Background: an optimization exercise with open tools, aiming at small area and a short achievable clock period. Do not read the settings as production practice.
Function was not checked in any run shown here: the RTL went through the layout flow alone.
Power figures rest on the tool's default switching activity, not on a simulated workload.

File: flow/config.mk
export PLATFORM = sky130hd
export DESIGN_NAME = conv_output_stream
export DESIGN_NICKNAME = conv_output_stream
export VERILOG_FILES = /design/flow/design.v
export SDC_FILE = /design/flow/constraint.sdc
export NUM_CORES = 4
export LEC_CHECK = 0
export CAP_MARGIN = 20
export CORE_MARGIN = 2
export CORE_UTILIZATION = 45
export SLEW_MARGIN = 20
File: flow/constraint.sdc
create_clock -name core_clock -period 5.0 [get_ports {clk}]
set_input_delay 1.0000 -clock core_clock [delete_from_list [all_inputs] [get_ports {clk}]]
set_output_delay 1.0000 -clock core_clock [all_outputs]
set_load 0.01 [all_outputs]
File: flow/run.sh
#!/bin/bash
# synth_recipe.tcl (not shown) runs the flow's synth.tcl, then flattens the netlist and writes it again
# the make line also repeats each setting of config.mk as NAME=value (left out here)
make -C /OpenROAD-flow-scripts/flow DESIGN_CONFIG=/design/flow/config.mk WORK_HOME=/design/flow/orfs CLKGATE_MAP_FILE= SYNTH_SCRIPT=/design/flow/synth_recipe.tcl finish
File: flow/design.v
package conv_pkg;
   localparam int LANE_W = 8;
   typedef enum logic [1:0] {
      IDLE  = 2'd0,
      RUN   = 2'd1,
      DRAIN = 2'd2
   } state_e;
   function automatic logic [31:0] ceil_div(input logic [31:0] num, input logic [31:0] den);
      ceil_div = (num + den - 32'd1) / den;
   endfunction
endpackage
module conv_out_fifo #(
   parameter int WIDTH = 65,
   parameter int DEPTH = 16,
   localparam int SD   = DEPTH - 1,
   localparam int PW   = $clog2(SD),
   localparam int CW   = $clog2(DEPTH) + 1
) (
   input  logic             clk,
   input  logic             reset,
   input  logic             push_i,      
   input  logic [WIDTH-1:0] wrData_i,
   input  logic             ready_i,     
   output logic [WIDTH-1:0] rdData_o,
   output logic             valid_o,
   output logic [CW-1:0]    count_o,
   output logic [CW-1:0]    count_d_o
);
   logic [WIDTH-1:0] mem [SD];
   logic [WIDTH-1:0] head_q;
   logic [PW-1:0]    wrPtr_q, rdPtr_q;
   logic [CW-1:0]    count_q, count_d;
   logic             valid_q;
   logic             cnt0, cnt1, notFull;
   logic             pop;
   logic             headTakesIn;
   logic [SD-1:0]    rdSel;
   logic [WIDTH-1:0] memRd;
   assign cnt0    = (count_q == CW'(0));
   assign cnt1    = (count_q == CW'(1));
   assign notFull = (count_q != CW'(DEPTH));
   assign pop     = ready_i && valid_q;
   assign headTakesIn = cnt0 || (cnt1 && ready_i);
   always_comb begin
      count_d = count_q;
      case ({push_i, pop})
         2'b10:   count_d = count_q + CW'(1);
         2'b01:   count_d = count_q - CW'(1);
         default: count_d = count_q;
      endcase
   end
   always_ff @(posedge clk or negedge reset) begin
      if (!reset) begin
         wrPtr_q <= '0;
         rdPtr_q <= '0;
         count_q <= '0;
         valid_q <= 1'b0;
      end else begin
         if (push_i && !headTakesIn)
            wrPtr_q <= (wrPtr_q == PW'(SD - 1)) ? '0 : wrPtr_q + PW'(1);
         if (pop && !cnt0 && !cnt1)
            rdPtr_q <= (rdPtr_q == PW'(SD - 1)) ? '0 : rdPtr_q + PW'(1);
         count_q <= count_d;
         valid_q <= (count_d != CW'(0));
      end
   end
   always_comb begin
      memRd = '0;
      for (int i = 0; i < SD; i++) begin
         rdSel[i] = (rdPtr_q == PW'(i));
         memRd    = memRd | (mem[i] & {WIDTH{rdSel[i]}});
      end
   end
   always_ff @(posedge clk) begin
      if (notFull) mem[wrPtr_q] <= wrData_i;
      if (headTakesIn)  head_q <= wrData_i;
      else if (ready_i) head_q <= memRd;
   end
   assign rdData_o  = head_q;
   assign valid_o   = valid_q;
   assign count_o   = count_q;
   assign count_d_o = count_d;
endmodule
import conv_pkg::*;
module conv_output_stream #(
   parameter int LANES      = 8,
   parameter int DIM_W      = 16,
   parameter int FIFO_DEPTH = 16
) (
   input  logic                    clk,
   input  logic                    reset,
   input  logic                    start,
   input  logic [DIM_W-1:0]        In_Channel,
   input  logic [DIM_W-1:0]        Matrix_Col,
   input  logic [DIM_W-1:0]        Matrix_Row,
   input  logic [LANE_W*LANES-1:0] sData,
   input  logic                    sValid,
   output logic                    sReady,
   output logic [LANE_W*LANES-1:0] mData_payload,
   output logic                    mData_valid,
   input  logic                    mData_ready,
   output logic                    mData_last,
   output logic                    mData_rowEnd,
   output logic                    layer_done
);
   localparam int DATA_W = LANE_W * LANES;
   localparam int FIFO_W = DATA_W + 1;
   localparam int CNT_W  = $clog2(FIFO_DEPTH) + 1;
   localparam int LW     = $clog2(LANES);
   localparam int GRP_W  = DIM_W - LW;
   logic              idle_q, run_q, drain_q;
   logic              sReady_q, last_q, layerDone_q;
   logic [GRP_W-1:0]  grpCnt_q, grpInit_q;
   logic [LW-1:0]     rem_q;
   logic [DIM_W-1:0]  colCnt_q, colInit_q;
   logic [DIM_W-1:0]  rowCnt_q;
   logic              lastGroup_q, lastCol_q, lastRow_q;
   logic              grpOne_q, colOne_q;
   logic [LANES-1:0]  keep_q, keepLast_q;
   logic              accept;
   logic              runEnd;
   logic              dimZero;
   logic              take;
   logic              beatRowEnd;
   logic [DATA_W-1:0] beatData;
   logic              idle_d, run_d, drain_d;
   logic              lastGroup_d;
   logic              inGrpOne, inColOne, inRowOne;
   logic [LANES-1:0]  inKeepLast;
   logic              grpNextLast, colNextLast, rowNextLast;
   logic [CNT_W-1:0]  fifoCount, fifoCount_d;
   logic [FIFO_W-1:0] fifoRdData;
   assign sReady     = sReady_q;
   assign accept     = sValid && sReady_q;
   assign beatRowEnd = lastGroup_q && lastCol_q;
   assign runEnd     = accept && lastGroup_q && lastCol_q && lastRow_q;
   assign dimZero    = (In_Channel == '0) || (Matrix_Col == '0) || (Matrix_Row == '0);
   assign take       = start && !dimZero;
   assign layer_done = layerDone_q;
   assign mData_last = last_q;
   assign idle_d  = idle_q ? !take : (drain_q && (fifoCount == '0));
   assign run_d   = run_q ? !runEnd : (idle_q && take);
   assign drain_d = drain_q ? (fifoCount != '0) : (run_q && runEnd);
   assign inGrpOne = (In_Channel[DIM_W-1:LW] == '0) || (In_Channel == DIM_W'(LANES));
   assign inColOne = (Matrix_Col == DIM_W'(1));
   assign inRowOne = (Matrix_Row == DIM_W'(1));
   always_comb begin
      for (int i = 0; i < LANES; i++)
         inKeepLast[i] = (In_Channel[LW-1:0] == '0) || (In_Channel[LW-1:0] > LW'(i));
   end
   assign grpNextLast = (rem_q == '0) ? (grpCnt_q == GRP_W'(2)) : (grpCnt_q == GRP_W'(1));
   assign colNextLast = (colCnt_q == DIM_W'(2));
   assign rowNextLast = (rowCnt_q == DIM_W'(2));
   assign lastGroup_d = lastGroup_q ? grpOne_q : grpNextLast;
   always_ff @(posedge clk or negedge reset) begin
      if (!reset) begin
         idle_q      <= 1'b1;
         run_q       <= 1'b0;
         drain_q     <= 1'b0;
         sReady_q    <= 1'b0;
         last_q      <= 1'b0;
         layerDone_q <= 1'b0;
      end else begin
         idle_q      <= idle_d;
         run_q       <= run_d;
         drain_q     <= drain_d;
         sReady_q    <= run_d && (fifoCount_d != CNT_W'(FIFO_DEPTH));
         last_q      <= drain_d && (fifoCount_d == CNT_W'(1));
         layerDone_q <= (idle_q && start && dimZero) || (drain_q && (fifoCount == '0));
      end
   end
   always_ff @(posedge clk) begin
      if (idle_q) begin
         grpCnt_q    <= In_Channel[DIM_W-1:LW];
         grpInit_q   <= In_Channel[DIM_W-1:LW];
         rem_q       <= In_Channel[LW-1:0];
         colCnt_q    <= Matrix_Col;
         colInit_q   <= Matrix_Col;
         rowCnt_q    <= Matrix_Row;
         grpOne_q    <= inGrpOne;
         colOne_q    <= inColOne;
         lastGroup_q <= inGrpOne;
         lastCol_q   <= inColOne;
         lastRow_q   <= inRowOne;
         keepLast_q  <= inKeepLast;
         keep_q      <= inGrpOne ? inKeepLast : '1;
      end else if (accept) begin
         lastGroup_q <= lastGroup_d;
         keep_q      <= lastGroup_d ? keepLast_q : '1;
         if (!lastGroup_q) begin
            grpCnt_q <= grpCnt_q - GRP_W'(1);
         end else begin
            grpCnt_q <= grpInit_q;
            if (!lastCol_q) begin
               colCnt_q  <= colCnt_q - DIM_W'(1);
               lastCol_q <= colNextLast;
            end else begin
               colCnt_q  <= colInit_q;
               lastCol_q <= colOne_q;
               rowCnt_q  <= rowCnt_q - DIM_W'(1);
               lastRow_q <= rowNextLast;
            end
         end
      end
   end
   always_comb begin
      for (int i = 0; i < LANES; i++) begin
         beatData[i*LANE_W +: LANE_W] = keep_q[i] ? sData[i*LANE_W +: LANE_W] : '0;
      end
   end
   conv_out_fifo #(
      .WIDTH (FIFO_W),
      .DEPTH (FIFO_DEPTH)
   ) u_fifo (
      .clk       (clk),
      .reset     (reset),
      .push_i    (accept),
      .wrData_i  ({beatRowEnd, beatData}),
      .ready_i   (mData_ready),
      .rdData_o  (fifoRdData),
      .valid_o   (mData_valid),
      .count_o   (fifoCount),
      .count_d_o (fifoCount_d)
   );
   assign {mData_rowEnd, mData_payload} = fifoRdData;
endmodule
==> impl_metrics.csv, run 1 <==
group,metric,value,unit
logic_synthesis,synth-edff-count,1137,
grt,grt_pass1_vias,26300,
power,power_frac_seq,46.4,%
sta,max_freq,303,MHz
clock_network,cts_max_path_buffers,3,
placement,routabilityCongestion,0.789,
sta,worst_pin_slew,1.19,ns
power,p_clk_share,26.2,%
critical_path,arrival,3.72,ns
clock_network,clockRootBuffer,"clkbuf_16",
sta,setup_viol,0,
sta,rsz0062_at_grt,"false",
floorplanning,dieArea,100000,um2
grt,grt_usage,25.4,%
clock_network,cts.hold.buffers_added,0,
final_layout,nets,2945,
placement,place_inst,3974,
sta,finalWorstSetupSlack,1.70,ns
critical_path,crit_type,"register to register",
logic_synthesis,ys_seq_elements,1157,
floorplanning,dieWidth,317,um
floorplanning,die_h,317,um
final_layout,layout-drive-gt1-share,10.2,%
sta,finalCritPeriodShare,66.0,%
logic_synthesis,ys.warnings.count,2,
outcome,outcome,"no timing/DRC/antenna violations",
logic_synthesis,synth.distinct_cells,68,
routing,routed_wl,129000,um
floorplanning,coreArea,96900,um2
logic_synthesis,netlist_area,44100,um2
sta,relSlewSlack,20.3,%
final_layout,layout_commonest_cell,"edfxtp_1",
power,switching_share,32.9,%
grt,grt_start_max_net_pins,66,
routing,vias,26500,
power,p_int,21200,uW
logic_synthesis,synth_ff_type,"edfxtp_1",
placement,portBuffers,185,
clock_network,cts_num_sinks,1157,
critical_path,worstPathRequired,5.42,ns
worst_hold_path,hold_path.class,"register to register",
final_layout,area.growth.synth_to_final,17.0,%
routing,wire_per_inst,30.7,um
grt,antenna_found_initial,6,
clock_network,post_cts_resized,0,
final_layout,final_cell_mix,"edfxtp_1 (1137), a22oi_1 (208), clkdlybuf4s50_1 (185)",
sta,fin_crit,3.30,ns
placement,dpl.hpwl,68600,um
routing,initialDrtViolationCount,3714,
power,power_frac_comb,27.4,%
sta,clock_skew,0.0365,ns
routing,viasPerCell,6.32,
logic_synthesis,synthArstFlopShare,1.73,%
floorplanning,io_pins,186,
sta,finalHoldViolCount,0,
logic_synthesis,seq_area_frac_synth,78.6,%
floorplanning,start_util,45.5,%
routing,firstDrtPassIters,8,
job,maxCapViolCount,0,
logic_synthesis,synth_fp_nets,2723,
power,p_sw,10400,uW
grt,grt.overflow.total,0,
grt,grt_pass1_wl,183000,um
clock_network,cts_buffers,114,
floorplanning,rows,114,
placement,place_ws,1.66,ns
clock_network,worst_skew_pair.late_latency,0.71,ns
final_layout,instances_no_fill,4191,
power,leakage,0.0163,uW
routing,drtAntennaViolNets,0,
power,powerDensity,611,nW/um2
routing,drc,0,
clock_network,clk_pin_slew_worst_paths,0.06,ns
critical_path,cp-end-kind,"register",
power,ir_drop,0.000359,V
logic_synthesis,synth_area_per_cell,17.0,um2
sta,slew_viol_final,0,
clock_network,cts_tree,"built",
logic_synthesis,synthCells,2593,
critical_path,crit_path_cell_trace,"buf_4 > nor4_4 > buf_4 > a32oi_1 > nand4_1 > nor3_1 > a21oi_1",
critical_path,crit_top_cell,"buf_4",
critical_path,crit_fanout,42,
clock_network,htree_levels,3,
critical_path,crit_slowest_cell,"dfrtp_2",
sta,setup-tns-final,0,ns
critical_path,slowest_delay,1.03,ns
clock_network,cts_setup_buffers,0,
critical_path,start_kind,"register",
[layout make-up]
| type | count | area (um2) |
|---|---|---|
| Clock inverter | 63 | 579 |
| Clock buffer | 146 | 3020 |
| Fill cell | 7537 | 45300 |
| Inverter | 29 | 109 |
| Multi-Input combinational cell | 1246 | 8960 |
| Timing Repair Buffer | 267 | 2640 |
| Antenna cell | 7 | 17.5 |
| Sequential cell | 1157 | 34700 |
| Tap cell | 1276 | 1600 |
[state kept, by name (all words and copies together) (netlist names), 3 cells and up]
signal / flops
grpCnt_q: 13
u_fifo.head_q: 65
rem_q: 3
colCnt_q: 16
u_fifo.wrPtr_q: 4
grpInit_q: 13
colInit_q: 16
keepLast_q: 7
u_fifo.rdPtr_q: 4
rowCnt_q: 16
u_fifo.mem: 975
keep_q: 8
u_fifo.count_q: 5
[cells in the mapped netlist, drive strengths merged, types with 19 or more instances]
library cell	instances	area share, %
clkbuf	125	1.1
mux2	22	0.56
a21oi	60	0.68
nand3	29	0.33
inv	28	0.24
nand2	95	0.81
a31oi	22	0.31
buf	36	0.37
nand4	25	0.35
nor3	29	0.33
a22oi	208	3.5
nor4	30	0.44
nor2	107	0.91
a41oi	33	0.66
a221oi	63	1.3
a22o	101	2.0
edfxtp	1137	77
and3	30	0.43
and2	71	1.0
dfrtp	19	1.1
a222oi	63	1.4
o21ai	52	0.59
[critical path: cells and delay by family, from the launching register on]
kind,cells,cell delay (ns)
AND/OR/NAND/NOR,3,0.66
flip-flops,1,1.03
buffers and inverters,2,0.87
AO/OA/AOI/OAI,2,0.43
[kinds of logic (layout without fill, tap and decap cells)]
group | Yosys count | after routing | synth area share (%)
compound gates | 674 | 674 | 11.9
fa+ha+maj | 13 | 13 | 0.369
simple gates | 486 | 486 | 5.86
mux | 40 | 40 | 0.971
flops | 1157 | 1157 | 78.6
buf+inv | 190 | 505 | 1.68
other cells | 1 | 8 | 0.00851
xor+xnor | 32 | 32 | 0.636
[power groups by stage]
stage / sequential (uW) / clock [uW] / combinational (uW)
final: 14600 / 8270 / 8630
after global routing: 14800 / 8740 / 9140
after CTS: 14600 / 8350 / 8590
after detailed placement: 14800 / 0 / 8550
after global placement: 14700 / 0 / 8410
after floorplan: 14400 / 0 / 4750
[per-stage QoR]
stage / power, uW / hold slack, ns / util, % / cell area [um2]
2_1_floorplan: 19200 / 0.480 / - / 44100
3_5_place_dp: 23400 / 0.514 / 49.5 / 47900
3_3_place_gp: 23100 / 0.507 / 49.5 / 47900
5_1_grt: 32700 / 0.559 / 53.2 / 51600
6_report: 31500 / 0.525 / 53.3 / 51600
4_1_cts: 31600 / 0.526 / 53.2 / 51500
[routing by layer]
metal / GRT usage, % / share of wire [%]
met1: 34.9 / 40
met2: 41.4 / 48
met3: 4.88 / 9.7
met4: 7.21 / 2.4
met5: 0 / 0.041
[worst paths after layout]
check                           slack (ns)  depth (start not counted)                end         startpoint
worst max-delay path                  1.70                          7  u_fifo.head_q[23]  u_fifo.rdPtr_q[2]
worst min-delay path                  0.52                          1            drain_q            drain_q
worst max register to register        1.70                          7  u_fifo.head_q[23]  u_fifo.rdPtr_q[2]
worst min register to register        0.52                          1            drain_q            drain_q
max in group asynchronous             4.03                          2             idle_q              reset
min in group asynchronous             0.66                          2        layerDone_q              reset
==> run 2, diff against run 1 <==
--- a/flow/config.mk
+++ b/flow/config.mk
@@ -9,3 +9,4 @@
 export CORE_MARGIN = 2
 export CORE_UTILIZATION = 45
+export SETUP_SLACK_MARGIN = 2.8
 export SLEW_MARGIN = 20
==> run 2 against run 1 <==
Compared with the run above: still clean; critical path depth increased by 3; maximum frequency increased by 30%; combinational power increased by 54%; highest routed layer unchanged.
==> impl_metrics.csv, run 2 <==
group,metric,value,unit
outcome,outcome,"no timing/DRC/antenna violations",
clock_network,worst_skew_pair.late_latency,0.74,ns
critical_path,crit_buf_inv,6,
power,total_power,36300,uW
routing,wire_per_inst,35.8,um
final_layout,layout-drive-gt1-share,27.9,%
critical_path,crit_type,"register to register",
routing,initialDrtViolationCount,4929,
power,ir_drop,0.000401,V
logic_synthesis,synth_fp_nets,2723,
sta,finalCritPeriodShare,50.8,%
critical_path,worstPathRequired,5.54,ns
grt,antenna_found_initial,12,
floorplanning,rows,114,
sta,worst_pin_slew,1.27,ns
logic_synthesis,synthTopCellsByArea,"edfxtp_1 (77%), a22oi_1 (3.5%), a22o_1 (2.0%)",
floorplanning,start_util,45.5,%
sta,fin_crit,2.54,ns
logic_synthesis,seq_area_frac_synth,78.6,%
critical_path,start_kind,"register",
logic_synthesis,synth_ff_type,"edfxtp_1",
critical_path,crit_path_end,"u_fifo.head_q[62]",
clock_network,cts_max_path_buffers,3,
logic_synthesis,ys.warnings.count,2,
floorplanning,dieArea,100000,um2
critical_path,crit_top_cell,"buf_16",
grt,grt.met1_usage,41.5,%
routing,routed_wl,162000,um
final_layout,regMostFlops,"u_fifo.mem",
worst_hold_path,hold_path.class,"primary input to asynchronous set/reset pin",
floorplanning,io_pins,186,
sta,setup_viol,0,
critical_path,crit_path_cell_trace,"buf_16 > buf_12 > nor4bb_4 > buf_4 > buf_6 > buf_16 > clkbuf_16 > a22oi_1 > and4_1 > a31oi_1",
grt,grt_pass1_wl,220000,um
floorplanning,dieWidth,317,um
floorplanning,die_h,317,um
final_layout,final_cell_mix,"edfxtp_1 (1137), a22oi_1 (156), buf_4 (150)",
sta,max_freq,393,MHz
logic_synthesis,synth.distinct_cells,68,
routing,viasPerCell,6.69,
critical_path,timing.rr.end,"u_fifo.head_q[62]",
logic_synthesis,netlist_area,44100,um2
routing,firstDrtPassIters,7,
grt,grt-busiest-layer,"met2",
logic_synthesis,synthCells,2593,
grt,grt_util_met2,48.6,%
power,leakage,0.0190,uW
critical_path,crit_fanout,7,
grt,grt_start_max_net_pins,73,
sta,setup-tns-final,0,ns
sta,finalHoldViolCount,0,
critical_path,slowest_delay,0.54,ns
critical_path,cp-end-kind,"register",
critical_path,crit_cells,10,
clock_network,clk_pin_slew_worst_paths,0.08,ns
clock_network,cts_num_sinks,1157,
clock_network,htree_levels,3,
clock_network,cts_tree,"built",
routing,drtAntennaViolNets,0,
sta,relSlewSlack,15.2,%
grt,grt.overflow.total,0,
logic_synthesis,synth-edff-count,1137,
critical_path,startpoint,"u_fifo.rdPtr_q[0]",
logic_synthesis,synth_area_per_cell,17.0,um2
sta,clock_skew,0.0512,ns
floorplanning,coreArea,96900,um2
sta,slew_viol_final,0,
logic_synthesis,synthArstFlopShare,1.73,%
power,powerDensity,629,nW/um2
final_layout,largest_reg_flops,975,
grt,grt_usage,31.5,%
logic_synthesis,yosys.area.top_type,"edfxtp_1",
placement,portBuffers,185,
critical_path,arrival,3.08,ns
placement,routabilityCongestion,0.806,
routing,drc,0,
placement,dpl.hpwl,69600,um
logic_synthesis,yosys-top-cells-count,"edfxtp_1 (1137), a22oi_1 (208), clkbuf_1 (125), nor2_1 (107), a22o_1 (101)",
logic_synthesis,synth.most_common_cell,"edfxtp_1",
job,maxCapViolCount,0,
critical_path,r2r_cells,10,
final_layout,area.growth.synth_to_final,30.9,%
final_layout,layout_commonest_cell,"edfxtp_1",
critical_path,crit_family,"buffers and inverters",
logic_synthesis,yosysTopAreaCellShare,77.5,%
grt,use_met3,8.06,%
final_layout,nets,3265,
critical_path,ff2ff_setup_slack,2.46,ns
critical_path,crit_slowest_cell,"dfrtp_4",
logic_synthesis,ys_seq_elements,1157,
sta,rsz0062_at_grt,"true",
routing,vias,30200,
clock_network,cts_buffers,115,
clock_network,clockRootBuffer,"clkbuf_16",
critical_path,r2r_start,"u_fifo.rdPtr_q[0]",
final_layout,largestRegisters,"u_fifo.mem (975), u_fifo.head_q (65)",
grt,grt_pass1_vias,28800,
run 2: cell types whose count changed in the layout (fill, tap and decap cells not counted), moves of 45 or more:
cell             change
clkdlybuf4s50_1     -76
buf_12              +74
buf_4               +82
buf_16              +48
a22oi_2             +52
a221oi_1            -45
buf_6               +86
buf_2               +59
a22oi_1             -52
run 2: routing by layer:
layer / share of wire (%) / up-vias
met5: 0.049 / -
met4: 6.0 / 12
met3: 14 / 549
met2: 45 / 2551
met1: 35 / 15200
li1: - / 11900
run 2: per-stage QoR:
stage                     instances  setup slack (ns)  cell area [um2]  util, %  hold slack, ns
final                          4514              2.46            57700     59.5           0.280
after global placement         3968              1.67            47900     49.5           0.505
after detailed placement       3968              1.65            47900     49.5           0.515
after floorplan                2593              1.84            44200        -           0.480
after global routing           4508              2.46            57700     59.5           0.311
after CTS                      4453              2.57            56400     58.2           0.532
run 2: worst min-delay path by stage:
stage | slack, ns | end | cells past startpoint
after floorplan | 0.48 | drain_q | 1
after global placement | 0.50 | run_q | 1
after detailed placement | 0.51 | run_q | 1
after CTS | 0.53 | run_q | 1
after global routing | 0.31 | u_fifo.rdPtr_q[0] | 1
final | 0.28 | u_fifo.rdPtr_q[2] | 1
run 2: what timing repair did:
action	4_1_cts	5_1_grt
hold endpoints to repair	0	0
pin swaps	148	117
setup buffers	213	49
resized for setup	700	125
cloned	61	3
hold buffers	0	0
setup endpoints to repair	1192	773
run 2: kinds of logic (layout without fill, tap and decap cells):
logic type	Yosys count	count (layout)	synth area share, %
adders and majority gates	13	13	0.369
DFF	1157	1157	78.6
other	1	10	0.00851
and+or+nand+nor	486	498	5.86
xor gates and xnor gates	32	32	0.636
buffers and inverters	190	814	1.68
AOI/OAI and AO/OA	674	674	11.9
muxes	40	40	0.971
run 2: report_power, final:
part | switching, uW | total (uW) | internal [uW]
sequential | 1060 | 14500 | 13500
clock | 3720 | 8460 | 4740
combinational | 7940 | 13300 | 5340
run 2: area by class of cell:
cell class | instances | area [um2]
Inverter | 29 | 118
Antenna cell | 9 | 22.5
Clock inverter | 58 | 502
Fill cell | 6838 | 39200
Tap cell | 1276 | 1600
Multi-Input combinational cell | 1258 | 10400
Clock buffer | 153 | 3130
Sequential cell | 1157 | 34700
Timing Repair Buffer | 574 | 7250
==> run 3, diff against run 2 <==
--- a/flow/design.v
+++ b/flow/design.v
@@ -14,5 +14,4 @@
    parameter int DEPTH = 16,
    localparam int SD   = DEPTH - 1,
-   localparam int PW   = $clog2(SD),
    localparam int CW   = $clog2(DEPTH) + 1
 ) (
@@ -23,25 +22,24 @@
    input  logic             ready_i,     
    output logic [WIDTH-1:0] rdData_o,
-   output logic             valid_o,
-   output logic [CW-1:0]    count_o,
-   output logic [CW-1:0]    count_d_o
+   output logic             valid_o,     
+   output logic             empty_d_o,   
+   output logic             one_d_o,     
+   output logic             full_d_o     
 );
    logic [WIDTH-1:0] mem [SD];
    logic [WIDTH-1:0] head_q;
-   logic [PW-1:0]    wrPtr_q, rdPtr_q;
+   logic [SD-1:0]    wrOH_q, rdOH_q;
    logic [CW-1:0]    count_q, count_d;
-   logic             valid_q;
-   logic             cnt0, cnt1, notFull;
+   logic             valid_q, one_q, notFull_q;
+   logic             eq2, eq15;
    logic             pop;
    logic             headTakesIn;
-   logic [SD-1:0]    rdSel;
+   logic             empty_d, one_d, full_d;
    logic [WIDTH-1:0] memRd;
-   assign cnt0    = (count_q == CW'(0));
-   assign cnt1    = (count_q == CW'(1));
-   assign notFull = (count_q != CW'(DEPTH));
-   assign pop     = ready_i && valid_q;
-   assign headTakesIn = cnt0 || (cnt1 && ready_i);
-   always_comb begin
-      count_d = count_q;
+   assign pop  = ready_i && valid_q;
+   assign eq2  = (count_q == CW'(2));
+   assign eq15 = (count_q == CW'(DEPTH - 1));
+   assign headTakesIn = !valid_q || (one_q && ready_i);
+   always_comb begin
       case ({push_i, pop})
          2'b10:   count_d = count_q + CW'(1);
@@ -50,28 +48,32 @@
       endcase
    end
+   assign empty_d = (!valid_q && !push_i) || (one_q && pop && !push_i);
+   assign one_d   = (!valid_q && push_i) || (one_q && (push_i == pop)) ||
+                    (eq2 && pop && !push_i);
+   assign full_d  = (!notFull_q && !pop) || (eq15 && push_i && !pop);
    always_ff @(posedge clk or negedge reset) begin
       if (!reset) begin
-         wrPtr_q <= '0;
-         rdPtr_q <= '0;
-         count_q <= '0;
-         valid_q <= 1'b0;
+         wrOH_q    <= SD'(1);
+         rdOH_q    <= SD'(1);
+         count_q   <= '0;
+         valid_q   <= 1'b0;
+         one_q     <= 1'b0;
+         notFull_q <= 1'b1;
       end else begin
-         if (push_i && !headTakesIn)
-            wrPtr_q <= (wrPtr_q == PW'(SD - 1)) ? '0 : wrPtr_q + PW'(1);
-         if (pop && !cnt0 && !cnt1)
-            rdPtr_q <= (rdPtr_q == PW'(SD - 1)) ? '0 : rdPtr_q + PW'(1);
-         count_q <= count_d;
-         valid_q <= (count_d != CW'(0));
+         if (push_i && !headTakesIn) wrOH_q <= {wrOH_q[SD-2:0], wrOH_q[SD-1]};
+         if (pop && valid_q && !one_q) rdOH_q <= {rdOH_q[SD-2:0], rdOH_q[SD-1]};
+         count_q   <= count_d;
+         valid_q   <= !empty_d;
+         one_q     <= one_d;
+         notFull_q <= !full_d;
       end
    end
    always_comb begin
       memRd = '0;
-      for (int i = 0; i < SD; i++) begin
-         rdSel[i] = (rdPtr_q == PW'(i));
-         memRd    = memRd | (mem[i] & {WIDTH{rdSel[i]}});
-      end
+      for (int i = 0; i < SD; i++) memRd = memRd | (mem[i] & {WIDTH{rdOH_q[i]}});
    end
    always_ff @(posedge clk) begin
-      if (notFull) mem[wrPtr_q] <= wrData_i;
+      for (int i = 0; i < SD; i++)
+         if (wrOH_q[i] && notFull_q) mem[i] <= wrData_i;
       if (headTakesIn)  head_q <= wrData_i;
       else if (ready_i) head_q <= memRd;
@@ -79,6 +81,7 @@
    assign rdData_o  = head_q;
    assign valid_o   = valid_q;
-   assign count_o   = count_q;
-   assign count_d_o = count_d;
+   assign empty_d_o = empty_d;
+   assign one_d_o   = one_d;
+   assign full_d_o  = full_d;
 endmodule
 import conv_pkg::*;
@@ -129,5 +132,5 @@
    logic [LANES-1:0]  inKeepLast;
    logic              grpNextLast, colNextLast, rowNextLast;
-   logic [CNT_W-1:0]  fifoCount, fifoCount_d;
+   logic              fifoValid, fifoEmpty_d, fifoOne_d, fifoFull_d;
    logic [FIFO_W-1:0] fifoRdData;
    assign sReady     = sReady_q;
@@ -139,7 +142,7 @@
    assign layer_done = layerDone_q;
    assign mData_last = last_q;
-   assign idle_d  = idle_q ? !take : (drain_q && (fifoCount == '0));
+   assign idle_d  = idle_q ? !take : (drain_q && !fifoValid);
    assign run_d   = run_q ? !runEnd : (idle_q && take);
-   assign drain_d = drain_q ? (fifoCount != '0) : (run_q && runEnd);
+   assign drain_d = drain_q ? fifoValid : (run_q && runEnd);
    assign inGrpOne = (In_Channel[DIM_W-1:LW] == '0) || (In_Channel == DIM_W'(LANES));
    assign inColOne = (Matrix_Col == DIM_W'(1));
@@ -165,7 +168,7 @@
          run_q       <= run_d;
          drain_q     <= drain_d;
-         sReady_q    <= run_d && (fifoCount_d != CNT_W'(FIFO_DEPTH));
-         last_q      <= drain_d && (fifoCount_d == CNT_W'(1));
-         layerDone_q <= (idle_q && start && dimZero) || (drain_q && (fifoCount == '0));
+         sReady_q    <= run_d && !fifoFull_d;
+         last_q      <= drain_d && fifoOne_d;
+         layerDone_q <= (idle_q && start && dimZero) || (drain_q && !fifoValid);
       end
    end
@@ -219,8 +222,10 @@
       .ready_i   (mData_ready),
       .rdData_o  (fifoRdData),
-      .valid_o   (mData_valid),
-      .count_o   (fifoCount),
-      .count_d_o (fifoCount_d)
+      .valid_o   (fifoValid),
+      .empty_d_o (fifoEmpty_d),
+      .one_d_o   (fifoOne_d),
+      .full_d_o  (fifoFull_d)
    );
+   assign mData_valid = fifoValid;
    assign {mData_rowEnd, mData_payload} = fifoRdData;
 endmodule
--- a/flow/config.mk
+++ b/flow/config.mk
@@ -9,4 +9,3 @@
 export CORE_MARGIN = 2
 export CORE_UTILIZATION = 45
-export SETUP_SLACK_MARGIN = 2.8
 export SLEW_MARGIN = 20
==> run 3 against run 2 <==
Compared with the run above: routed wire length decreased by 25%; combinational power decreased by 96%; first-iteration DRC count decreased by 31%; largest cell class unchanged; register-to-register slack got worse by 0.098 ns; flip-flop and latch count increased by 24.
==> impl_metrics.csv, run 3 <==
group,metric,value,unit
clock_network,cts_setup_buffers,0,
routing,wire_per_inst,29.4,um
sta,relSlewSlack,22.7,%
sta,fin_crit,2.90,ns
sta,finalHoldViolCount,0,
critical_path,worstPathRequired,4.00,ns
final_layout,largest_reg_flops,975,
placement,routabilityCongestion,0.781,
placement,place_inst,3918,
sta,max_freq,345,MHz
sta,worst_pin_slew,1.16,ns
critical_path,crit_fanout,8,
sta,setup_viol,0,
sta,finalCritPeriodShare,57.9,%
clock_network,htree_levels,3,
routing,routed_wl,121000,um
logic_synthesis,ys_seq_elements,1181,
routing,drc,0,
sta,finalWorstSetupSlack,2.10,ns
final_layout,antenna_cells,0,
critical_path,crit_slowest_cell,"clkdlybuf4s50_1",
logic_synthesis,synth.most_common_cell,"edfxtp_1",
sta,setup-tns-final,0,ns
grt,grt_pass1_vias,25100,
power,leakage,0.0163,uW
sta,rsz0062_at_grt,"false",
placement,place_ws,1.53,ns
placement,dpl.hpwl,61800,um
critical_path,arrival,1.90,ns
logic_synthesis,yosys-top-cells-count,"edfxtp_1 (1137), a22oi_1 (368), nor2_1 (148), clkbuf_1 (104), and2_1 (81)",
clock_network,cts_tree,"built",
clock_network,cts_num_sinks,1181,
logic_synthesis,synth_area_per_cell,17.3,um2
floorplanning,rows,114,
clock_network,cts.hold.buffers_added,0,
floorplanning,dieWidth,317,um
critical_path,crit_type,"register to primary output",
final_layout,fin_area,51000,um2
grt,antenna_found_initial,8,
logic_synthesis,synthTopCellsByArea,"edfxtp_1 (78%), a22oi_1 (6.3%), dfrtp_1 (2.3%)",
logic_synthesis,synthCells,2548,
job,maxCapViolCount,0,
clock_network,cts_buffers,116,
critical_path,crit_family,"buffers and inverters",
grt,grt_start_max_net_pins,72,
routing,vias,25500,
final_layout,fin_util,52.7,%
logic_synthesis,synthArstFlopShare,3.73,%
grt,grt_pass1_wl,173000,um
logic_synthesis,seq_area_frac_synth,80.2,%
final_layout,fill_cells,7679,
sta,clock_skew,0.0676,ns
logic_synthesis,synth.distinct_cells,64,
final_layout,nets,2889,
routing,drtAntennaViolNets,0,
clock_network,post_cts_resized,0,
floorplanning,start_util,45.5,%
critical_path,cp-end-kind,"primary output",
critical_path,crit_buf_inv,1,
sta,slew_viol_final,0,
final_layout,layout-drive-gt1-share,9.20,%
routing,viasPerCell,6.17,
placement,portBuffers,185,
floorplanning,io_pins,186,
grt,grt.overflow.total,0,
critical_path,slowest_delay,0.63,ns
clock_network,clockRootBuffer,"clkbuf_16",
final_layout,regMostFlops,"u_fifo.mem",
clock_network,clk_pin_slew_worst_paths,0.06,ns
logic_synthesis,synth_fp_nets,2677,
final_layout,final_cell_mix,"edfxtp_1 (1137), a22oi_1 (368), clkdlybuf4s50_1 (184)",
final_layout,layout_commonest_cell,"edfxtp_1",
final_layout,area.growth.synth_to_final,15.9,%
critical_path,crit_path_cell_trace,"clkdlybuf4s50_1",
power,ir_drop,0.000256,V
floorplanning,die_h,317,um
worst_hold_path,hold_path.class,"primary input to asynchronous set/reset pin",
logic_synthesis,yosys.area.top_type,"edfxtp_1",
grt,grt_usage,24.0,%
logic_synthesis,synth_ff_type,"edfxtp_1",
critical_path,start_kind,"register",
routing,firstDrtPassIters,8,
logic_synthesis,yosysTopAreaCellShare,77.7,%
clock_network,cts_max_path_buffers,3,
final_layout,largestRegisters,"u_fifo.mem (975), u_fifo.head_q (65)",
logic_synthesis,ys.warnings.count,3,
outcome,outcome,"no timing/DRC/antenna violations",
logic_synthesis,synth-edff-count,1137,
logic_synthesis,netlist_area,44000,um2
floorplanning,dieArea,100000,um2
floorplanning,coreArea,96700,um2
clock_network,worst_skew_pair.late_latency,0.72,ns
final_layout,instances_no_fill,4134,
routing,initialDrtViolationCount,3400,
power,powerDensity,389,nW/um2
placement,place_area,47300,um2
-- run 3: cell type report --
cell class	count	area (um2)	share of cell area, %
Multi-Input combinational cell	1211	8150	16.0
Clock buffer	156	3110	6.11
Tap cell	1276	1600	3.13
Clock inverter	60	509	0.999
Sequential cell	1181	35300	69.2
Timing Repair Buffer	233	2260	4.43
Inverter	17	63.8	0.125
-- run 3: logic make-up (layout without fill, tap and decap cells) --
| family | Yosys count | after routing | share of synthesized area [%] |
|---|---|---|---|
| other cells | 1 | 1 | 0.00853 |
| simple gates | 554 | 554 | 6.43 |
| compound gates | 559 | 559 | 9.68 |
| fa+ha+maj | 12 | 12 | 0.359 |
| mux | 46 | 46 | 1.15 |
| flops | 1181 | 1181 | 80.2 |
| xor+xnor | 39 | 39 | 0.777 |
| buf+inv | 156 | 466 | 1.41 |
-- run 3: routing by layer --
metal  GRT usage (%)  wire [um]
met2            38.8      58500
met3            4.47      11400
met1            33.4      48300
met5               0         57
met4            7.38       3180
-- run 3: where the power goes --
group	internal (uW)	total (uW)	leakage, uW	switching (uW)
logic	210	490	0.00358	280
registers	10900	11000	0.0110	78.4
clock network	4640	8300	0.00176	3660
total	15800	19800	0.0163	4020
-- run 3: stage by stage --
| stage | power [uW] | hold WS (ns) |
|---|---|---|
| finish | 19800 | 0.316 |
| global route | 20400 | 0.337 |
| detailed placement | 11700 | 0.489 |
| CTS | 19900 | 0.488 |
| floorplan | 11400 | 0.460 |
| global placement | 11700 | 0.486 |
-- run 3: final timing paths --
check	start	endpoint	slack (ns)	cells past startpoint
hold reg to reg	drain_q	drain_q	0.49	1
setup reg to reg	u_fifo.rdOH_q[2]	u_fifo.head_q[36]	2.36	4
min in group core_clock	drain_q	drain_q	0.49	1
setup / recovery	u_fifo.valid_q	mData_valid	2.10	1
max in group asynchronous	reset	u_fifo.rdOH_q[11]	4.22	1
hold / removal	reset	u_fifo.rdOH_q[3]	0.32	1
-- run 3: worst reg2reg max path, delay by kind of cell (launching register included) --
kind                   cells  cell delay (ns)
DFF                        1             0.86
buffers and inverters      1             0.86
AOI/OAI and AO/OA          2             0.48
and+or+nand+nor            1             0.27
==> run 4, diff against run 3 <==
--- a/flow/config.mk
+++ b/flow/config.mk
@@ -9,3 +9,4 @@
 export CORE_MARGIN = 2
 export CORE_UTILIZATION = 45
+export SETUP_SLACK_MARGIN = 2.5
 export SLEW_MARGIN = 20
==> run 4 against run 3 <==
Compared with the run above: still clean; global-route usage rose by 0.42 points; via count is 0.43% lower; worst setup slack improved by 0.19 ns; flip-flop and latch count unchanged; die area stayed put; highest routed layer unchanged.
==> impl_metrics.csv, run 4 <==
group,metric,value,unit
routing,firstDrtPassIters,6,
sta,relSlewSlack,24.8,%
logic_synthesis,synthCells,2548,
final_layout,largest_reg_flops,975,
power,powerDensity,387,nW/um2
floorplanning,io_pins,186,
sta,slew_viol_final,0,
final_layout,instances_no_fill,4143,
final_layout,largestRegisters,"u_fifo.mem (975), u_fifo.head_q (65)",
routing,viasPerCell,6.13,
clock_network,cts_buffers,116,
grt,grt_pass1_wl,175000,um
grt,grt_usage,24.4,%
critical_path,crit_type,"register to register",
critical_path,crit_slowest_cell,"and2_4",
placement,dpl.hpwl,61100,um
clock_network,clockRootBuffer,"clkbuf_16",
power,switching_share,20.4,%
grt,grt_start_max_net_pins,62,
grt,grt.overflow.total,0,
final_layout,regMostFlops,"u_fifo.mem",
power,p_sw,4020,uW
clock_network,clk_pin_slew_worst_paths,0.06,ns
logic_synthesis,yosys-top-cells-count,"edfxtp_1 (1137), a22oi_1 (368), nor2_1 (148), clkbuf_1 (104), and2_1 (81)",
clock_network,cts_tree,"built",
critical_path,worstPathRequired,5.33,ns
logic_synthesis,synth_fp_nets,2677,
logic_synthesis,ys_seq_elements,1181,
floorplanning,dieArea,100000,um2
sta,worst_pin_slew,1.13,ns
clock_network,cts_max_path_buffers,3,
critical_path,start_kind,"register",
grt,grt_pass1_vias,25300,
logic_synthesis,synth.most_common_cell,"edfxtp_1",
floorplanning,coreArea,96700,um2
final_layout,layout_commonest_cell,"edfxtp_1",
critical_path,crit_fanout,45,
worst_hold_path,hold_path.class,"primary input to asynchronous set/reset pin",
logic_synthesis,yosysTopAreaCellShare,77.7,%
power,p_clk_share,41.7,%
power,p_int,15700,uW
critical_path,crit_family,"simple AND/OR/NAND/NOR gates",
floorplanning,rows,114,
power,leakage,0.0165,uW
outcome,outcome,"no timing/DRC/antenna violations",
logic_synthesis,synth_area_per_cell,17.3,um2
critical_path,crit_buf_inv,1,
final_layout,fin_util,52.7,%
final_layout,fin_area,51000,um2
logic_synthesis,synthTopCellsByArea,"edfxtp_1 (78%), a22oi_1 (6.3%), dfrtp_1 (2.3%)",
critical_path,arrival,3.04,ns
critical_path,cp-end-kind,"register",
sta,hold-worst-slack,0.303,ns
floorplanning,start_util,45.5,%
final_layout,nets,2898,
grt,antenna_found_initial,12,
routing,drtAntennaViolNets,0,
critical_path,slowest_delay,0.95,ns
sta,finalHoldViolCount,0,
logic_synthesis,synth.distinct_cells,64,
floorplanning,die_h,317,um
placement,place_inst,3917,
final_layout,layout-drive-gt1-share,9.77,%
routing,initialDrtViolationCount,3169,
routing,vias,25400,
logic_synthesis,synth-edff-count,1137,
logic_synthesis,synth_ff_type,"edfxtp_1",
sta,finalCritPeriodShare,54.1,%
clock_network,worst_skew_pair.late_latency,0.72,ns
logic_synthesis,netlist_area,44000,um2
floorplanning,dieWidth,317,um
sta,fin_crit,2.71,ns
power,ir_drop,0.000302,V
power,power_frac_comb,2.4,%
routing,drc,0,
routing,wire_per_inst,29.7,um
job,maxCapViolCount,0,
final_layout,final_cell_mix,"edfxtp_1 (1137), a22oi_1 (368), nor2_1 (148)",
clock_network,cts_num_sinks,1181,
routing,routed_wl,123000,um
sta,setup-tns-final,0,ns
sta,clock_skew,0.0642,ns
logic_synthesis,ys.warnings.count,3,
sta,setup_viol,0,
final_layout,area.growth.synth_to_final,16.0,%
critical_path,crit_path_cell_trace,"and2_4 > buf_4",
power,power_frac_seq,55.9,%
logic_synthesis,yosys.area.top_type,"edfxtp_1",
placement,place_area,47300,um2
placement,portBuffers,185,
sta,rsz0062_at_grt,"true",
sta,max_freq,370,MHz
placement,routabilityCongestion,0.772,
clock_network,cts.hold.buffers_added,0,
logic_synthesis,seq_area_frac_synth,80.2,%
logic_synthesis,synthArstFlopShare,3.73,%
clock_network,htree_levels,3,
[run 4: cell counts after synthesis]
No cell type changed its count.
[run 4: logic make-up after synthesis]
family	Yosys count	share of synthesized area [%]
and+or+nand+nor	554	6.43
buffers and inverters	156	1.41
other	1	0.00853
DFF	1181	80.2
AOI/OAI and AO/OA	559	9.68
muxes	46	1.15
adders and majority gates	12	0.359
xor gates and xnor gates	39	0.777
[run 4: stage by stage]
stage          setup slack, ns  power (uW)
2_1_floorplan             2.33       11400
6_report                  2.29       19700
4_1_cts                   2.31       19800
3_3_place_gp              1.54       11700
5_1_grt                   2.23       20300
3_5_place_dp              1.59       11700
[run 4: worst paths after layout]
path | start | to | slack [ns] | cells after the start
worst max-delay path | u_fifo.notFull_q | u_fifo.mem[12][57] | 2.29 | 2
worst min-delay path | reset | u_fifo.rdOH_q[4] | 0.30 | 1
worst max register to register | u_fifo.notFull_q | u_fifo.mem[12][57] | 2.29 | 2
worst min register to register | u_fifo.count_q[4] | u_fifo.count_q[4] | 0.50 | 1
max in group asynchronous | reset | u_fifo.valid_q | 4.23 | 1
min in group core_clock | u_fifo.count_q[4] | u_fifo.count_q[4] | 0.50 | 1
[run 4: metal layers]
| metal | part of all wire, % | GRT usage, % | wire, um | up-vias |
|---|---|---|---|---|
| met5 | 0.072 | 0 | 88 | - |
| met4 | 2.8 | 7.24 | 3420 | 12 |
| met3 | 9.8 | 5.18 | 12000 | 205 |
| met2 | 48 | 40.0 | 59400 | 1334 |
| met1 | 39 | 33.1 | 48000 | 13000 |
| li1 | - | - | - | 10800 |
[run 4: layout make-up]
class,instances,area (um2)
clock buffer,152,3100
sequential,1181,35300
inverter,17,63.8
antenna,2,5.00
timing repair buffer,237,2220
clock inverter,62,504
multi-input combinational,1216,8210
tap,1276,1600
fill,7720,45700
[run 4: power groups by stage]
| stage | logic, uW | clock network (uW) | registers (uW) |
|---|---|---|---|
| after detailed placement | 492 | 0 | 11200 |
| after global placement | 471 | 0 | 11200 |
| final | 471 | 8240 | 11000 |
| after floorplan | 230 | 0 | 11200 |
| after CTS | 476 | 8320 | 11000 |
| after global routing | 527 | 8730 | 11000 |
[run 4: repair_timing]
action | in CTS | in global routing
pin swaps | 11 | 7
setup endpoints to repair | 346 | 246
buffers inserted | 1 | 4
resized for setup | 94 | 12
gates cloned | 4 | 1
==> run 5, diff against run 4 <==
--- a/flow/design.v
+++ b/flow/design.v
@@ -29,5 +29,5 @@
    logic [WIDTH-1:0] mem [SD];
    logic [WIDTH-1:0] head_q;
-   logic [SD-1:0]    wrOH_q, rdOH_q;
+   logic [SD-1:0]    wrOH_q, rdOH_q, wrOH_d, we_q;
    logic [CW-1:0]    count_q, count_d;
    logic             valid_q, one_q, notFull_q;
@@ -52,7 +52,9 @@
                     (eq2 && pop && !push_i);
    assign full_d  = (!notFull_q && !pop) || (eq15 && push_i && !pop);
+   assign wrOH_d = (push_i && !headTakesIn) ? {wrOH_q[SD-2:0], wrOH_q[SD-1]} : wrOH_q;
    always_ff @(posedge clk or negedge reset) begin
       if (!reset) begin
          wrOH_q    <= SD'(1);
+         we_q      <= SD'(1);
          rdOH_q    <= SD'(1);
          count_q   <= '0;
@@ -61,5 +63,6 @@
          notFull_q <= 1'b1;
       end else begin
-         if (push_i && !headTakesIn) wrOH_q <= {wrOH_q[SD-2:0], wrOH_q[SD-1]};
+         wrOH_q    <= wrOH_d;
+         we_q      <= full_d ? '0 : wrOH_d;
          if (pop && valid_q && !one_q) rdOH_q <= {rdOH_q[SD-2:0], rdOH_q[SD-1]};
          count_q   <= count_d;
@@ -75,5 +78,5 @@
    always_ff @(posedge clk) begin
       for (int i = 0; i < SD; i++)
-         if (wrOH_q[i] && notFull_q) mem[i] <= wrData_i;
+         if (we_q[i]) mem[i] <= wrData_i;
       if (headTakesIn)  head_q <= wrData_i;
       else if (ready_i) head_q <= memRd;
==> flow/flow/run.sh (new file) <==
#!/bin/bash
# Standard ORFS layout, except that the port buffers are plain buf_2 cells instead
# of the delay cell buffer_ports picks by default.
set -euo pipefail
bash standard.sh synth > synth.log 2>&1
bash standard.sh "BUFFER_PORTS_ARGS=-buffer_cell sky130_fd_sc_hd__buf_2" finish > layout.log 2>&1
==> flow/standard.sh (new file) <==
#!/bin/bash
# synth_recipe.tcl (not shown) runs the flow's synth.tcl, then flattens the netlist and writes it again
# the make line also repeats each setting of config.mk as NAME=value (left out here)
make -C /OpenROAD-flow-scripts/flow DESIGN_CONFIG=/design/flow/config.mk WORK_HOME=/design/flow/orfs CLKGATE_MAP_FILE= SYNTH_SCRIPT=/design/flow/synth_recipe.tcl "${@:-finish}"
removed: flow/run.sh
==> run 5 against run 4 <==
Compared with the run above: total power up 2.6%; cell count up 0.46%; synthesized cell count up 0.39%; clock power up 5.2%; clock skew down 0.029 ns; largest power group unchanged; critical endpoint is now u_fifo.head_q[52].
==> impl_metrics.csv, run 5 <==
group,metric,value,unit
routing,drt-met1-wl,47600,um
logic_synthesis,synth_ff_type,"edfxtp_1",
final_layout,final_cell_mix,"edfxtp_1 (1137), a22oi_1 (348), buf_2 (185)",
logic_synthesis,yosysTopAreaCellShare,77.0,%
floorplanning,coreArea,98000,um2
routing,drc,0,
logic_synthesis,synth.most_common_cell,"edfxtp_1",
critical_path,r2r_start,"u_fifo.rdOH_q[5]",
routing,route.met3.wl,12300,um
clock_network,worst_skew_pair.late_latency,0.72,ns
sta,setup-tns-final,0,ns
routing,initialDrtViolationCount,3277,
final_layout,multi_input_comb_area,8210,um2
sta,worst_pin_slew,1.12,ns
placement,dpl.hpwl,62800,um
final_layout,fin_util,51.8,%
sta,fin_crit,2.44,ns
logic_synthesis,ys.warnings.count,3,
routing,viasPerCell,6.14,
placement,routabilityCongestion,0.765,
floorplanning,dieArea,101000,um2
clock_network,clockRootBuffer,"clkbuf_16",
final_layout,instances_no_fill,4162,
final_layout,nets,2901,
grt,grt_start_max_net_pins,103,
floorplanning,dieWidth,318,um
logic_synthesis,synth_area_per_cell,17.3,um2
final_layout,seqCellArea,35700,um2
final_layout,layout_commonest_cell,"edfxtp_1",
clock_network,cts.hold.buffers_added,0,
routing,routed_wl,122000,um
power,powerDensity,399,nW/um2
floorplanning,start_util,45.3,%
sta,setup_viol,0,
logic_synthesis,yosys-top-cells-count,"edfxtp_1 (1137), a22oi_1 (348), nor2_1 (145), clkbuf_1 (118), and2_1 (81)",
logic_synthesis,synth_fp_nets,2687,
final_layout,layout-drive-gt1-share,16.7,%
floorplanning,die_h,318,um
logic_synthesis,synthCells,2558,
grt,grt.overflow.total,0,
sta,clock_skew,0.0353,ns
logic_synthesis,ys_seq_elements,1196,
final_layout,regMostFlops,"u_fifo.mem",
critical_path,crit_type,"register to register",
placement,portBuffers,185,
logic_synthesis,synthArstFlopShare,4.93,%
routing,routed-wl-met2,59100,um
final_layout,largestRegisters,"u_fifo.mem (975), u_fifo.head_q (65)",
placement,place_inst,3939,
power,ir_drop,0.000324,V
routing,firstDrtPassIters,6,
sta,finalCritPeriodShare,48.8,%
sta,rsz0062_at_grt,"false",
floorplanning,rows,115,
critical_path,crit_fanout,38,
critical_path,worstPathRequired,5.52,ns
logic_synthesis,seq_area_frac_synth,80.3,%
logic_synthesis,netlist_area,44400,um2
clock_network,cts_tree,"built",
critical_path,timing.rr.end,"u_fifo.head_q[52]",
critical_path,r2r_cells,5,
clock_network,cts_num_sinks,1196,
clock_network,htree_levels,3,
final_layout,largest_reg_flops,975,
logic_synthesis,synth.distinct_cells,64,
logic_synthesis,yosys.area.top_type,"edfxtp_1",
outcome,outcome,"no timing/DRC/antenna violations",
placement,place_ws,1.77,ns
grt,grt_pass1_vias,25800,
logic_synthesis,synthTopCellsByArea,"edfxtp_1 (77%), a22oi_1 (5.9%), dfrtp_1 (3.0%)",
power,leakage,0.0166,uW
sta,relSlewSlack,25.5,%
routing,drtAntennaViolNets,0,
final_layout,fill_cells,7905,
critical_path,ff2ff_setup_slack,2.56,ns
clock_network,clk_pin_slew_worst_paths,0.06,ns
final_layout,area.growth.synth_to_final,14.4,%
routing,vias,25500,
critical_path,arrival,2.96,ns
routing,wire_per_inst,29.4,um
critical_path,start_kind,"register",
job,maxCapViolCount,0,
routing,top_layer,"met5",
sta,finalWorstSetupSlack,2.56,ns
critical_path,cp-end-kind,"register",
sta,max_freq,410,MHz
grt,grt_usage,23.9,%
sta,finalHoldViolCount,0,
logic_synthesis,synth-edff-count,1137,
floorplanning,io_pins,186,
clock_network,cts_buffers,116,
grt,grt_pass1_wl,175000,um
worst_hold_path,hold_path.class,"primary input to asynchronous set/reset pin",
sta,slew_viol_final,0,
grt,antenna_found_initial,13,
clock_network,cts_max_path_buffers,3,
[run 5: changes by cell type after synthesis, sizes merged, moves of 5 or more]
| cell | previous run | this run |
|---|---|---|
| a22o | 14 | 23 |
| a221oi | 14 | 23 |
| clkbuf | 104 | 118 |
| dfrtp | 40 | 54 |
| o32a | 0 | 6 |
| o22a | 6 | 0 |
| xnor2 | 26 | 31 |
| buf | 35 | 20 |
| a22oi | 368 | 348 |
| o21ai | 52 | 46 |
[run 5: kinds of logic after synthesis]
kind of cell             synth area share, %
flip-flops                              80.3
other                                0.00845
adder cells (fa/ha/maj)                0.355
XOR/XNOR                               0.829
buffers and inverters                   1.34
AO/OA/AOI/OAI                           9.63
AND/OR/NAND/NOR                         6.38
multiplexers                            1.15
[run 5: critical path, cell delays in order (launching register included)]
cell,delay [ns]
dfrtp_4,0.82
buf_4,0.70
a22o_1,0.26
a221oi_1,0.05
and3_1,0.20
a41oi_1,0.19
[run 5: report_power, final]
part | total, uW | internal (uW) | switching, uW
Sequential | 11100 | 11100 | 72.1
Clock | 8670 | 4970 | 3700
Combinational | 426 | 138 | 289
Total | 20200 | 16200 | 4060
[run 5: final cells by class]
| type | instances | share of cell area (%) |
|---|---|---|
| Timing Repair Buffer | 234 | 2.66 |
| Antenna cell | 2 | 0.00986 |
| Inverter | 17 | 0.136 |
| Tap cell | 1287 | 3.17 |
| Sequential cell | 1196 | 70.4 |
| Clock inverter | 74 | 1.28 |
| Multi-Input combinational cell | 1207 | 16.2 |
| Clock buffer | 145 | 6.20 |
[run 5: routing by layer]
metal	vias to the layer above	GRT usage, %
li1	10900	-
met1	13200	31.4
met2	1248	39.2
met3	209	5.70
met4	16	7.78
met5	-	0
[run 5: how the worst max path moves through the flow]
| stage | start | to | slack, ns | cells past startpoint |
|---|---|---|---|---|
| after floorplan | mData_ready | u_fifo.count_q[4] | 2.48 | 10 |
| after global placement | mData_ready | u_fifo.we_q[2] | 1.81 | 6 |
| after detailed placement | mData_ready | u_fifo.we_q[1] | 1.77 | 6 |
| after CTS | u_fifo.valid_q | mData_valid | 2.51 | 1 |
| after global routing | u_fifo.rdOH_q[5] | u_fifo.head_q[52] | 2.51 | 5 |
| final | u_fifo.rdOH_q[5] | u_fifo.head_q[52] | 2.56 | 5 |
[run 5: repair_timing]
action | CTS | global route
buffers inserted | 0 | 1
hold endpoints to repair | 0 | 0
resized for setup | 5 | 2
endpoints found under the setup margin | 46 | 25
[run 5: stage by stage]
step                hold WS, ns  power [uW]  area (um2)
global placement          0.449       11800       46900
floorplan                 0.429       11600       44400
global route              0.471       20800       50800
CTS                       0.446       20300       50700
finish                    0.456       20200       50800
detailed placement        0.451       11800       46900
==> run 6, diff against run 5 <==
--- a/flow/config.mk
+++ b/flow/config.mk
@@ -8,5 +8,5 @@
 export CAP_MARGIN = 20
 export CORE_MARGIN = 2
-export CORE_UTILIZATION = 45
+export CORE_UTILIZATION = 65
 export SETUP_SLACK_MARGIN = 2.5
 export SLEW_MARGIN = 20
==> run 6 against run 5 <==
Compared with the run above: final area down 1.2%; cell count down 10%; core utilization up 23 points; maximum frequency about the same; critical endpoint is now u_fifo.head_q[39]; largest cell class unchanged; highest routed layer unchanged.
==> impl_metrics.csv, run 6 <==
group,metric,value,unit
job,maxCapViolCount,0,
clock_network,cts_num_sinks,1196,
critical_path,ff2ff_setup_slack,2.56,ns
sta,setup_viol,0,
grt,antenna_found_initial,11,
grt,grt.overflow.total,0,
final_layout,fill_cells,4019,
critical_path,worstPathRequired,5.50,ns
floorplanning,dieArea,70400,um2
power,leakage,0.0165,uW
routing,wire_per_inst,31.2,um
grt,grt_pass1_wl,170000,um
sta,worst_pin_slew,1.20,ns
final_layout,nets,2892,
sta,finalHoldViolCount,0,
logic_synthesis,synthCells,2558,
critical_path,timing.rr.end,"u_fifo.head_q[39]",
clock_network,cts_tree,"built",
critical_path,r2r_start,"u_fifo.rdOH_q[6]",
placement,routabilityCongestion,0.804,
sta,slew_viol_final,0,
sta,relSlewSlack,20.0,%
final_layout,layout-drive-gt1-share,16.0,%
placement,place_area,46300,um2
critical_path,crit_slowest_cell,"dfrtp_4",
critical_path,crit_path_end,"u_fifo.head_q[39]",
sta,fin_crit,2.44,ns
final_layout,fin_area,50100,um2
critical_path,crit_fanout,34,
power,total_power,20200,uW
clock_network,post_cts_resized,4,
clock_network,cts_max_path_buffers,3,
logic_synthesis,synthTopCellsByArea,"edfxtp_1 (77%), a22oi_1 (5.9%), dfrtp_1 (3.0%)",
outcome,outcome,"no timing/DRC/antenna violations",
logic_synthesis,synth.most_common_cell,"edfxtp_1",
routing,vias,25800,
placement,dpl.hpwl,58700,um
sta,setup-tns-final,0,ns
critical_path,arrival,2.94,ns
grt,grt_usage,33.5,%
critical_path,r2r_cells,5,
logic_synthesis,ys.warnings.count,3,
routing,initialDrtViolationCount,3725,
floorplanning,coreArea,67400,um2
logic_synthesis,ys_seq_elements,1196,
critical_path,crit_buf_inv,1,
critical_path,slowest_delay,0.89,ns
final_layout,regMostFlops,"u_fifo.mem",
power,powerDensity,404,nW/um2
critical_path,startpoint,"u_fifo.rdOH_q[6]",
critical_path,crit_path_cell_trace,"buf_4 > a22o_1 > a221oi_1 > and3_1 > a41oi_1",
clock_network,clk_pin_slew_worst_paths,0.06,ns
critical_path,crit_type,"register to register",
logic_synthesis,synth-edff-count,1137,
final_layout,fin_util,74.4,%
routing,firstDrtPassIters,7,
logic_synthesis,yosysTopAreaCellShare,77.0,%
floorplanning,rows,95,
floorplanning,dieWidth,265,um
final_layout,largestRegisters,"u_fifo.mem (975), u_fifo.head_q (65)",
power,ir_drop,0.000324,V
floorplanning,io_pins,186,
logic_synthesis,yosys.area.top_type,"edfxtp_1",
critical_path,crit_family,"flip-flops",
critical_path,cp-end-kind,"register",
final_layout,area.growth.synth_to_final,13.0,%
clock_network,cts.hold.buffers_added,0,
grt,grt_start_max_net_pins,77,
sta,clock_skew,0.0273,ns
routing,routed_wl,117000,um
final_layout,final_cell_mix,"edfxtp_1 (1137), a22oi_1 (348), buf_2 (185)",
critical_path,crit_cells,5,
clock_network,cts_setup_buffers,0,
routing,drc,0,
logic_synthesis,synthArstFlopShare,4.93,%
sta,rsz0062_at_grt,"false",
logic_synthesis,synth_fp_nets,2687,
logic_synthesis,synth.distinct_cells,64,
floorplanning,die_h,265,um
clock_network,htree_levels,3,
clock_network,clockRootBuffer,"clkbuf_16",
final_layout,layout_commonest_cell,"edfxtp_1",
worst_hold_path,hold_path.class,"primary input to asynchronous set/reset pin",
clock_network,worst_skew_pair.late_latency,0.67,ns
critical_path,start_kind,"register",
logic_synthesis,netlist_area,44400,um2
final_layout,largest_reg_flops,975,
logic_synthesis,yosys-top-cells-count,"edfxtp_1 (1137), a22oi_1 (348), nor2_1 (145), clkbuf_1 (118), and2_1 (81)",
sta,max_freq,410,MHz
logic_synthesis,synth_area_per_cell,17.3,um2
placement,portBuffers,185,
grt,grt_pass1_vias,25900,
routing,viasPerCell,6.91,
clock_network,cts_buffers,115,
logic_synthesis,synth_ff_type,"edfxtp_1",
logic_synthesis,seq_area_frac_synth,80.3,%
sta,finalCritPeriodShare,48.8,%
floorplanning,start_util,65.8,%
routing,drtAntennaViolNets,0,
run 6: cell counts after synthesis:
No cell type changed its count.
run 6: area by class of cell:
class | count | area [um2] | share of cell area [%]
Sequential cell | 1196 | 35700 | 71.2
Clock inverter | 71 | 736 | 1.47
Inverter | 17 | 68.8 | 0.137
Multi-Input combinational cell | 1207 | 8210 | 16.4
Tap cell | 873 | 1090 | 2.18
Antenna cell | 4 | 10.0 | 0.0200
Clock buffer | 139 | 3040 | 6.06
Timing Repair Buffer | 226 | 1260 | 2.51
run 6: how the worst min path moves through the flow:
stage | from | endpoint | depth (start not counted)
floorplan | u_fifo.count_q[4] | u_fifo.count_q[4] | 1
CTS | u_fifo.count_q[4] | u_fifo.count_q[4] | 1
global route | u_fifo.wrOH_q[8] | u_fifo.wrOH_q[8] | 1
global placement | u_fifo.count_q[4] | u_fifo.count_q[4] | 1
detailed placement | u_fifo.count_q[4] | u_fifo.count_q[4] | 1
finish | reset | u_fifo.count_q[0] | 2
run 6: per-layer routing:
layer	track usage, %	part of all wire (%)
met1	46.4	37
met2	55.2	49
met3	6.02	11
met4	10.7	2.8
met5	0	0.049
run 6: through the flow:
step	std cells	setup slack, ns	hold WS [ns]
finish	3733	2.56	0.476
detailed placement	3519	1.98	0.466
global route	3732	2.51	0.528
floorplan	2558	2.48	0.429
global placement	3519	2.05	0.447
CTS	3729	2.51	0.480
run 6: report_power, final:
group	internal (uW)	total [uW]	switching [uW]
Sequential	11100	11100	80.3
Clock	5120	8680	3560
Combinational	138	415	277
Total	16300	20200	3920
run 6: logic make-up after synthesis:
| family | after synthesis | share of synthesized area, % |
|---|---|---|
| flip-flops | 1196 | 80.3 |
| AO/OA/AOI/OAI | 556 | 9.63 |
| AND/OR/NAND/NOR | 549 | 6.38 |
| buffers and inverters | 155 | 1.34 |
| multiplexers | 47 | 1.15 |
| XOR/XNOR | 42 | 0.829 |
| adder cells (fa/ha/maj) | 12 | 0.355 |
| other | 1 | 0.00845 |
==> run 7, diff against run 6 <==
--- a/flow/config.mk
+++ b/flow/config.mk
@@ -9,4 +9,4 @@
 export CORE_MARGIN = 2
 export CORE_UTILIZATION = 65
-export SETUP_SLACK_MARGIN = 2.5
+export SETUP_SLACK_MARGIN = 3.0
 export SLEW_MARGIN = 20
==> run 7 against run 6 <==
Compared with the run above: still clean; worst hold slack lost 0.0094 ns; core utilization grew 2.1 points; die area is the same; register-to-register slack gained 0.29 ns; sequential share of layout area shrank 1.9 points; critical path depth shrank 4; flip-flop and latch count is the same; maximum frequency grew 3.7%; worst setup slack gained 0.086 ns; critical path type is now register to primary output; largest power group unchanged.
==> impl_metrics.csv, run 7 <==
group,metric,value,unit
power,ir_drop,0.000333,V
sta,relSlewSlack,41.7,%
critical_path,crit_slowest_cell,"edfxtp_1",
job,maxCapViolCount,0,
logic_synthesis,synth-edff-count,1137,
grt,grt_pass1_wl,181000,um
routing,vias,26800,
clock_network,worst_skew_pair.late_latency,0.70,ns
critical_path,start_kind,"register",
critical_path,arrival,1.35,ns
power,powerDensity,390,nW/um2
grt,grt_usage,36.9,%
critical_path,crit_path_cell_trace,"buf_2",
logic_synthesis,yosysTopAreaCellShare,77.0,%
critical_path,slowest_delay,0.47,ns
logic_synthesis,yosys.area.top_type,"edfxtp_1",
logic_synthesis,synth.distinct_cells,64,
clock_network,clockRootBuffer,"clkbuf_16",
worst_hold_path,hold_path.class,"register to register",
logic_synthesis,netlist_area,44400,um2
grt,grt_pass1_vias,26100,
logic_synthesis,seq_area_frac_synth,80.3,%
routing,initialDrtViolationCount,4485,
logic_synthesis,synthCells,2558,
critical_path,crit_buf_inv,1,
final_layout,largestRegisters,"u_fifo.mem (975), u_fifo.head_q (65)",
floorplanning,dieWidth,265,um
logic_synthesis,ys_seq_elements,1196,
final_layout,area.growth.synth_to_final,16.2,%
final_layout,layout-drive-gt1-share,18.8,%
logic_synthesis,synth_ff_type,"edfxtp_1",
sta,rsz0062_at_grt,"true",
logic_synthesis,synth_area_per_cell,17.3,um2
clock_network,clk_pin_slew_worst_paths,0.06,ns
critical_path,crit_cells,1,
routing,wire_per_inst,34.4,um
sta,setup-tns-final,0,ns
logic_synthesis,synth.most_common_cell,"edfxtp_1",
sta,max_freq,425,MHz
routing,drtAntennaViolNets,0,
final_layout,nets,2967,
clock_network,cts_num_sinks,1196,
final_layout,largest_reg_flops,975,
power,leakage,0.0171,uW
final_layout,final_cell_mix,"edfxtp_1 (1137), a22oi_1 (348), buf_2 (172)",
final_layout,regMostFlops,"u_fifo.mem",
grt,antenna_found_initial,13,
clock_network,cts_buffers,114,
placement,dpl.hpwl,57300,um
clock_network,cts.hold.buffers_added,0,
logic_synthesis,yosys-top-cells-count,"edfxtp_1 (1137), a22oi_1 (348), nor2_1 (145), clkbuf_1 (118), and2_1 (81)",
critical_path,crit_type,"register to primary output",
routing,viasPerCell,7.03,
critical_path,ff2ff_setup_slack,2.85,ns
final_layout,fill_cells,3901,
critical_path,crit_fanout,1,
floorplanning,coreArea,67400,um2
power,total_power,20100,uW
critical_path,cp-end-kind,"primary output",
final_layout,layout_commonest_cell,"edfxtp_1",
sta,slew_viol_final,0,
routing,routed_wl,131000,um
clock_network,cts_max_path_buffers,3,
routing,firstDrtPassIters,6,
routing,drc,0,
logic_synthesis,synthArstFlopShare,4.93,%
floorplanning,rows,95,
grt,grt_start_max_net_pins,68,
logic_synthesis,synth_fp_nets,2687,
outcome,outcome,"no timing/DRC/antenna violations",
placement,portBuffers,185,
critical_path,crit_family,"flip-flops",
sta,setup_viol,0,
critical_path,r2r_cells,12,
floorplanning,io_pins,186,
critical_path,r2r_start,"u_fifo.valid_q",
critical_path,crit_path_end,"mData_rowEnd",
logic_synthesis,synthTopCellsByArea,"edfxtp_1 (77%), a22oi_1 (5.9%), dfrtp_1 (3.0%)",
floorplanning,start_util,65.8,%
critical_path,timing.rr.end,"u_fifo.count_q[4]",
floorplanning,dieArea,70400,um2
sta,finalHoldViolCount,0,
critical_path,worstPathRequired,4.00,ns
grt,grt.overflow.total,0,
clock_network,cts_tree,"built",
logic_synthesis,ys.warnings.count,3,
clock_network,htree_levels,3,
floorplanning,die_h,265,um
critical_path,startpoint,"u_fifo.head_q[64]",
sta,clock_skew,0.0306,ns
sta,finalCritPeriodShare,47.0,%
sta,fin_crit,2.35,ns
sta,worst_pin_slew,0.874,ns
final_layout,fin_util,76.5,%
placement,routabilityCongestion,0.803,
==> run 7: routing by layer <==
layer  vias up  share of wire, %  track usage, %  routed length, um
li1      11000                 -               -                  -
met1     13400                34            49.5              44700
met2      2031                48            59.2              62500
met3       341                14            9.04              18700
met4        18               4.0            14.5               5250
met5         -             0.088               0                115
==> run 7: final cells by class <==
class,instances,area [um2],share of cell area [%]
clock inverters,77,749,1.45
inverters,17,68.8,0.133
multi-input cells,1211,8400,16.3
repair buffers,298,2540,4.92
well taps,873,1090,2.12
diodes,2,5.00,0.00971
clock buffers,138,2960,5.75
flip-flops and latches,1196,35700,69.3
==> run 7: how the worst min path moves through the flow <==
stage	cells after the start	endpoint	slack, ns	startpoint
CTS	2	layerDone_q	0.46	reset
detailed placement	1	u_fifo.count_q[4]	0.45	u_fifo.count_q[4]
finish	1	u_fifo.count_q[4]	0.47	u_fifo.count_q[4]
floorplan	1	u_fifo.count_q[4]	0.43	u_fifo.count_q[4]
global placement	1	u_fifo.count_q[4]	0.45	u_fifo.count_q[4]
global route	1	u_fifo.count_q[4]	0.48	u_fifo.count_q[4]
==> run 7: kinds of logic after synthesis <==
kind of cell	share of synthesized area, %
other cells	0.00845
fa+ha+maj	0.355
buf+inv	1.34
flops	80.3
xor+xnor	0.829
mux	1.15
compound gates	9.63
simple gates	6.38
==> run 7: power by group <==
group	internal, uW	total (uW)	switching (uW)
Combinational	156	461	304
Clock	4850	8530	3680
Sequential	11100	11100	67.5
==> run 7: metrics by stage <==
step	setup WS (ns)	hold WS [ns]	instances	cell area, um2
5_1_grt	2.61	0.482	3810	51600
3_5_place_dp	1.98	0.449	3516	46400
6_report	2.65	0.467	3812	51600
4_1_cts	2.63	0.463	3786	51100
2_1_floorplan	2.48	0.429	2558	44600
3_3_place_gp	2.10	0.448	3516	46400
==> run 7: repair_timing <==
item                                    4_1_cts  5_1_grt
endpoints found under the setup margin      596      228
resized for setup                            49       31
buffers inserted                             52       19
cloned                                        3        5
pin swaps                                     7        6

Check on run 7: ideal ports give 2.648 ns setup slack; a clkbuf_16 on the clock port and buf_2 on the inputs give 2.580 ns; moving port delays by the midpoint clock arrival (0.755 ns) as well gives 2.211 ns.
